From an optimization exercise on the open Yosys and OpenROAD flow, aimed at small area, a short achievable clock period and few clock cycles per item; shortcuts taken in it are not production practice.
In this exercise RTL edits were held to simulation tests only and were not proved equivalent to the original.

== 03-22 ==
==> flow/design.v <==
`default_nettype none
package lcg_rr_pkg;
   localparam int WORD_W  = 32;
   localparam int GEN_W   = 31;
   localparam int RAW_W   = 15;
   localparam int RAW_LSB = 16;
   localparam int STEPS   = 2;
   localparam int DIV_W   = RAW_W + STEPS - 1;
   localparam int NRM_N   = (STEPS == 1) ? 4 : (STEPS <= 3) ? 3 : 2;
   localparam int CNT_W   = NRM_N + 1;
   localparam logic [GEN_W-1:0] LCG_ADD = 31'd2531011;
endpackage
`default_nettype wire
`default_nettype none
import lcg_rr_pkg::*;
module lcg_ranged_random_with_checksum (
   input  wire logic              clock,
   input  wire logic              reset,
   input  wire logic              req_valid,
   output      logic              req_ready,
   input  wire logic              req_opcode,
   input  wire logic [WORD_W-1:0] req_seed_value,
   input  wire logic [WORD_W-1:0] req_lower_limit,
   input  wire logic [WORD_W-1:0] req_upper_limit,
   output      logic              rsp_valid,
   input  wire logic              rsp_ready,
   output      logic [WORD_W-1:0] rsp_value,
   output      logic [WORD_W-1:0] rsp_checksum,
   output      logic              rsp_span_error
);
   localparam int HI_W = WORD_W - RAW_W;
   logic [GEN_W-1:0]  gen_ff;
   logic [WORD_W-1:0] chk_ff;
   logic              p_busy_ff;
   logic [WORD_W-1:0] p_lower_ff;
   logic [RAW_W-1:0]  p_rem_ff;
   logic [DIV_W-1:0]  p_div_ff;
   logic [CNT_W-1:0]  p_cnt_ff;
   logic              p_zero_ff, p_rs_ff;
   logic              u_busy_ff;
   logic [WORD_W-1:0] u_lower_ff;
   logic [RAW_W-1:0]  u_rem_ff;
   logic [DIV_W-1:0]  u_div_ff;
   logic [CNT_W-1:0]  u_cnt_ff;
   logic              u_zero_ff, u_rs_ff;
   logic              done, take, move, accept, draw;
   logic [GEN_W-1:0]  gen_next;
   logic [RAW_W-1:0]  d;
   logic              borrow;
   logic [HI_W-1:0]   up_hi, lo_hi, hi_x, lo_pre;
   logic              eq_lo, eq_hi, inc_hi;
   logic              span_zero, span_small;
   logic [DIV_W-1:0]  div_init;
   logic [NRM_N-1:0]  nrm_m;
   logic [RAW_W-1:0]  p_rem_nx, u_rem_nx;
   logic [DIV_W-1:0]  p_div_nx, u_div_nx;
   logic [CNT_W-1:0]  p_cnt_nx, u_cnt_nx;
   logic [RAW_W-1:0]  sum_lo;
   logic              sum_c;
   logic [HI_W-1:0]   lower_hi1;
   logic [WORD_W-1:0] value;
   assign done      = u_busy_ff && (u_cnt_ff == '0);
   assign take      = done && rsp_ready;
   assign move      = p_busy_ff && (!u_busy_ff || take);
   assign req_ready = !p_busy_ff || !u_busy_ff || take;
   assign accept    = req_valid && req_ready;
   assign draw      = !req_opcode;
   assign gen_next  = gen_ff + (gen_ff << 10) + (gen_ff << 14) + (gen_ff << 18)
                      - (gen_ff << 2) - (gen_ff << 16) + LCG_ADD;
   assign {borrow, d} = {1'b0, req_upper_limit[RAW_W-1:0]} - {1'b0, req_lower_limit[RAW_W-1:0]};
   assign up_hi = req_upper_limit[WORD_W-1:RAW_W];
   assign lo_hi = req_lower_limit[WORD_W-1:RAW_W];
   assign hi_x  = up_hi ^ lo_hi;
   always_comb begin
      lo_pre[0] = 1'b1;
      for (int i = 1; i < HI_W; i++) lo_pre[i] = lo_pre[i-1] & lo_hi[i-1];
   end
   assign eq_lo      = (req_upper_limit[RAW_W-1:0] == req_lower_limit[RAW_W-1:0]);
   assign eq_hi      = (hi_x == '0);
   assign inc_hi     = (hi_x == lo_pre);
   assign span_zero  = eq_lo && eq_hi;
   assign span_small = borrow ? inc_hi : (eq_hi && !eq_lo);
   always_comb begin
      div_init = DIV_W'(d) << (STEPS - 1);
      for (int b = NRM_N - 1; b >= 0; b--) begin
         if ((div_init & ({DIV_W{1'b1}} << (DIV_W - (STEPS << b)))) == '0) begin
            div_init = div_init << (STEPS << b);
            nrm_m[b] = 1'b1;
         end else begin
            nrm_m[b] = 1'b0;
         end
      end
   end
   function automatic logic [RAW_W-1:0] div_step(input logic [RAW_W-1:0] rem,
                                                 input logic [DIV_W-1:0] div);
      logic [DIV_W-1:0] dj;
      logic [RAW_W-1:0] diff;
      logic             fits;
      div_step = rem;
      for (int j = 0; j < STEPS; j++) begin
         dj = ~(~div >> j);
         {fits, diff} = {1'b0, div_step} + {1'b0, dj[RAW_W-1:0]} + 1'b1;
         if (fits && (&(dj | ({DIV_W{1'b1}} >> (DIV_W - RAW_W))))) div_step = diff;
      end
   endfunction
   assign p_rem_nx = div_step(p_rem_ff, p_div_ff);
   assign p_div_nx = (p_cnt_ff <= 1) ? '1 : ~(~p_div_ff >> STEPS);
   assign p_cnt_nx = (p_cnt_ff == '0) ? '0 : p_cnt_ff - 1'b1;
   assign u_rem_nx = div_step(u_rem_ff, u_div_ff);
   assign u_div_nx = (u_cnt_ff <= 1) ? '1 : ~(~u_div_ff >> STEPS);
   assign u_cnt_nx = (u_cnt_ff == '0) ? '0 : u_cnt_ff - 1'b1;
   assign {sum_c, sum_lo} = {1'b0, u_lower_ff[RAW_W-1:0]} + {1'b0, u_rem_ff};
   assign lower_hi1      = u_lower_ff[WORD_W-1:RAW_W] + 1'b1;
   assign value          = {sum_c ? lower_hi1 : u_lower_ff[WORD_W-1:RAW_W], sum_lo};
   assign rsp_valid      = done;
   assign rsp_value      = value;
   assign rsp_checksum   = (u_rs_ff ? '0 : chk_ff) ^ (u_zero_ff ? '0 : value);
   assign rsp_span_error = u_zero_ff;
   always_ff @(posedge clock) begin
      if (reset) begin
         p_busy_ff <= 1'b0;
         u_busy_ff <= 1'b0;
         gen_ff    <= '0;
         chk_ff    <= '0;
      end else begin
         if (accept) begin
            p_busy_ff <= 1'b1;
         end else if (move) begin
            p_busy_ff <= 1'b0;
         end
         if (move) begin
            u_busy_ff <= 1'b1;
         end else if (take) begin
            u_busy_ff <= 1'b0;
         end
         if (accept) begin
            gen_ff <= draw ? gen_next : req_seed_value[GEN_W-1:0];
         end
         if (take) begin
            chk_ff <= rsp_checksum;
         end
      end
   end
   always_ff @(posedge clock) begin
      if (accept) begin
         p_lower_ff <= draw ? req_lower_limit : '0;
         p_zero_ff  <= draw && span_zero;
         p_rs_ff    <= !draw;
         p_rem_ff   <= (draw && !span_zero) ? gen_next[RAW_LSB +: RAW_W] : '0;
         p_cnt_ff   <= (draw && span_small) ? CNT_W'(nrm_m) + 1'b1 : '0;
         p_div_ff   <= (draw && span_small) ? ~div_init : '1;
      end else begin
         p_rem_ff   <= p_rem_nx;
         p_cnt_ff   <= p_cnt_nx;
         p_div_ff   <= p_div_nx;
      end
   end
   always_ff @(posedge clock) begin
      if (move) begin
         u_lower_ff <= p_lower_ff;
         u_zero_ff  <= p_zero_ff;
         u_rs_ff    <= p_rs_ff;
         u_rem_ff   <= p_rem_nx;
         u_cnt_ff   <= p_cnt_nx;
         u_div_ff   <= p_div_nx;
      end else begin
         u_rem_ff   <= u_rem_nx;
         u_cnt_ff   <= u_cnt_nx;
         u_div_ff   <= u_div_nx;
      end
   end
endmodule
`default_nettype wire
Settings: LEC_CHECK=0, ABC_AREA=1, CAP_MARGIN=20, CORE_MARGIN=2, CORE_UTILIZATION=60, PLACE_DENSITY=0.7, SETUP_SLACK_MARGIN=2.7, SLEW_MARGIN=20; clock period 7.5 ns.
standard.sh (not shown) runs the stock make flow with config.mk's settings and CLKGATE_MAP_FILE= SYNTH_SCRIPT=/design/flow/synth_recipe.tcl, a recipe that flattens the netlist after the stock synthesis.
==> flow/flow/run.sh <==
#!/bin/bash
# Standard layout, with the port buffers drawn from the smallest buffer cell.
set -euo pipefail
export BUFFER_PORTS_ARGS="-buffer_cell sky130_fd_sc_hd__buf_1"
bash standard.sh > standard_flow.log 2>&1
Testbench counts of 03-22, summed over its fixed seeds: cycles 5,774, items 3,200.
Inputs modified between 03-22 and 05-06:
--- a/flow/design.v
+++ b/flow/design.v
@@ -93,23 +93,23 @@
    end
    function automatic logic [RAW_W-1:0] div_step(input logic [RAW_W-1:0] rem,
                                                  input logic [DIV_W-1:0] div);
       logic [DIV_W-1:0] dj;
       logic [RAW_W-1:0] diff;
-      logic             fits;
+      logic             dborrow;
       div_step = rem;
       for (int j = 0; j < STEPS; j++) begin
-         dj = ~(~div >> j);
-         {fits, diff} = {1'b0, div_step} + {1'b0, dj[RAW_W-1:0]} + 1'b1;
-         if (fits && (&(dj | ({DIV_W{1'b1}} >> (DIV_W - RAW_W))))) div_step = diff;
+         dj = div >> j;
+         {dborrow, diff} = {1'b0, div_step} - {1'b0, dj[RAW_W-1:0]};
+         if (!dborrow && ((dj >> RAW_W) == '0)) div_step = diff;
       end
    endfunction
    assign p_rem_nx = div_step(p_rem_ff, p_div_ff);
-   assign p_div_nx = (p_cnt_ff <= 1) ? '1 : ~(~p_div_ff >> STEPS);
+   assign p_div_nx = (p_cnt_ff <= 1) ? '0 : p_div_ff >> STEPS;
    assign p_cnt_nx = (p_cnt_ff == '0) ? '0 : p_cnt_ff - 1'b1;
    assign u_rem_nx = div_step(u_rem_ff, u_div_ff);
-   assign u_div_nx = (u_cnt_ff <= 1) ? '1 : ~(~u_div_ff >> STEPS);
+   assign u_div_nx = (u_cnt_ff <= 1) ? '0 : u_div_ff >> STEPS;
    assign u_cnt_nx = (u_cnt_ff == '0) ? '0 : u_cnt_ff - 1'b1;
    assign {sum_c, sum_lo} = {1'b0, u_lower_ff[RAW_W-1:0]} + {1'b0, u_rem_ff};
    assign lower_hi1      = u_lower_ff[WORD_W-1:RAW_W] + 1'b1;
    assign value          = {sum_c ? lower_hi1 : u_lower_ff[WORD_W-1:RAW_W], sum_lo};
    assign rsp_valid      = done;
@@ -146,11 +146,11 @@
          p_lower_ff <= draw ? req_lower_limit : '0;
          p_zero_ff  <= draw && span_zero;
          p_rs_ff    <= !draw;
          p_rem_ff   <= (draw && !span_zero) ? gen_next[RAW_LSB +: RAW_W] : '0;
          p_cnt_ff   <= (draw && span_small) ? CNT_W'(nrm_m) + 1'b1 : '0;
-         p_div_ff   <= (draw && span_small) ? ~div_init : '1;
+         p_div_ff   <= (draw && span_small) ? div_init : '0;
       end else begin
          p_rem_ff   <= p_rem_nx;
          p_cnt_ff   <= p_cnt_nx;
          p_div_ff   <= p_div_nx;
       end
Findings:
[05-06] number of antenna violations at the first check in global routing fell 3 relative to 03-22. 05-06 against 03-22: number of global-route vias before repair climbed 308; die extent in x climbed 0.58%; final cell count climbed about 2.4%; number of DRC violations after detailed-routing iteration 0 climbed 75. In the tables for 03-22 and 05-06, slack of the critical path reads lower with 03-22.
Testbench counts of 05-06, summed over its fixed seeds: cycles 5,774, items 3,200.

-- re-timing with driven ports --
How much do the figures lean on ideal ports? The routed layouts below were timed once more, with nothing changed but the port constraints.
Step 1 sets driving cells, clkbuf_16 on the clock port and buf_2 on the other inputs (assumed; they add their load-dependent delay and slew).
Step 2 adds t to the input delays and takes it off the output delays; t is the mean of the earliest and latest rising clock arrival at the registers after step 1. Input paths then give back, and output paths get back, about the clock's delay inside the block.
a / b / c = ideal / step 1 / step 2; a / b = the first two.
run | shift t [ns] | setup WS [ns] | hold slack, ns | clock arrival spread, ns | worst data-port slew with drivers (ns)
03-22 | 0.565 | 2.786 / 2.734 / 2.764 | 0.413 / 0.413 / 0.413 | 0.018 / 0.017 | 0.09
05-06 | 0.552 | 2.920 / 2.872 / 2.823 | 0.415 / 0.415 / 0.415 | 0.020 / 0.020 | 0.07
After both steps setup and hold are still met in every run listed. For 05-06, which loses most, drivers alone change the setup slack by -0.048 ns; drivers and shift together by -0.097 ns.
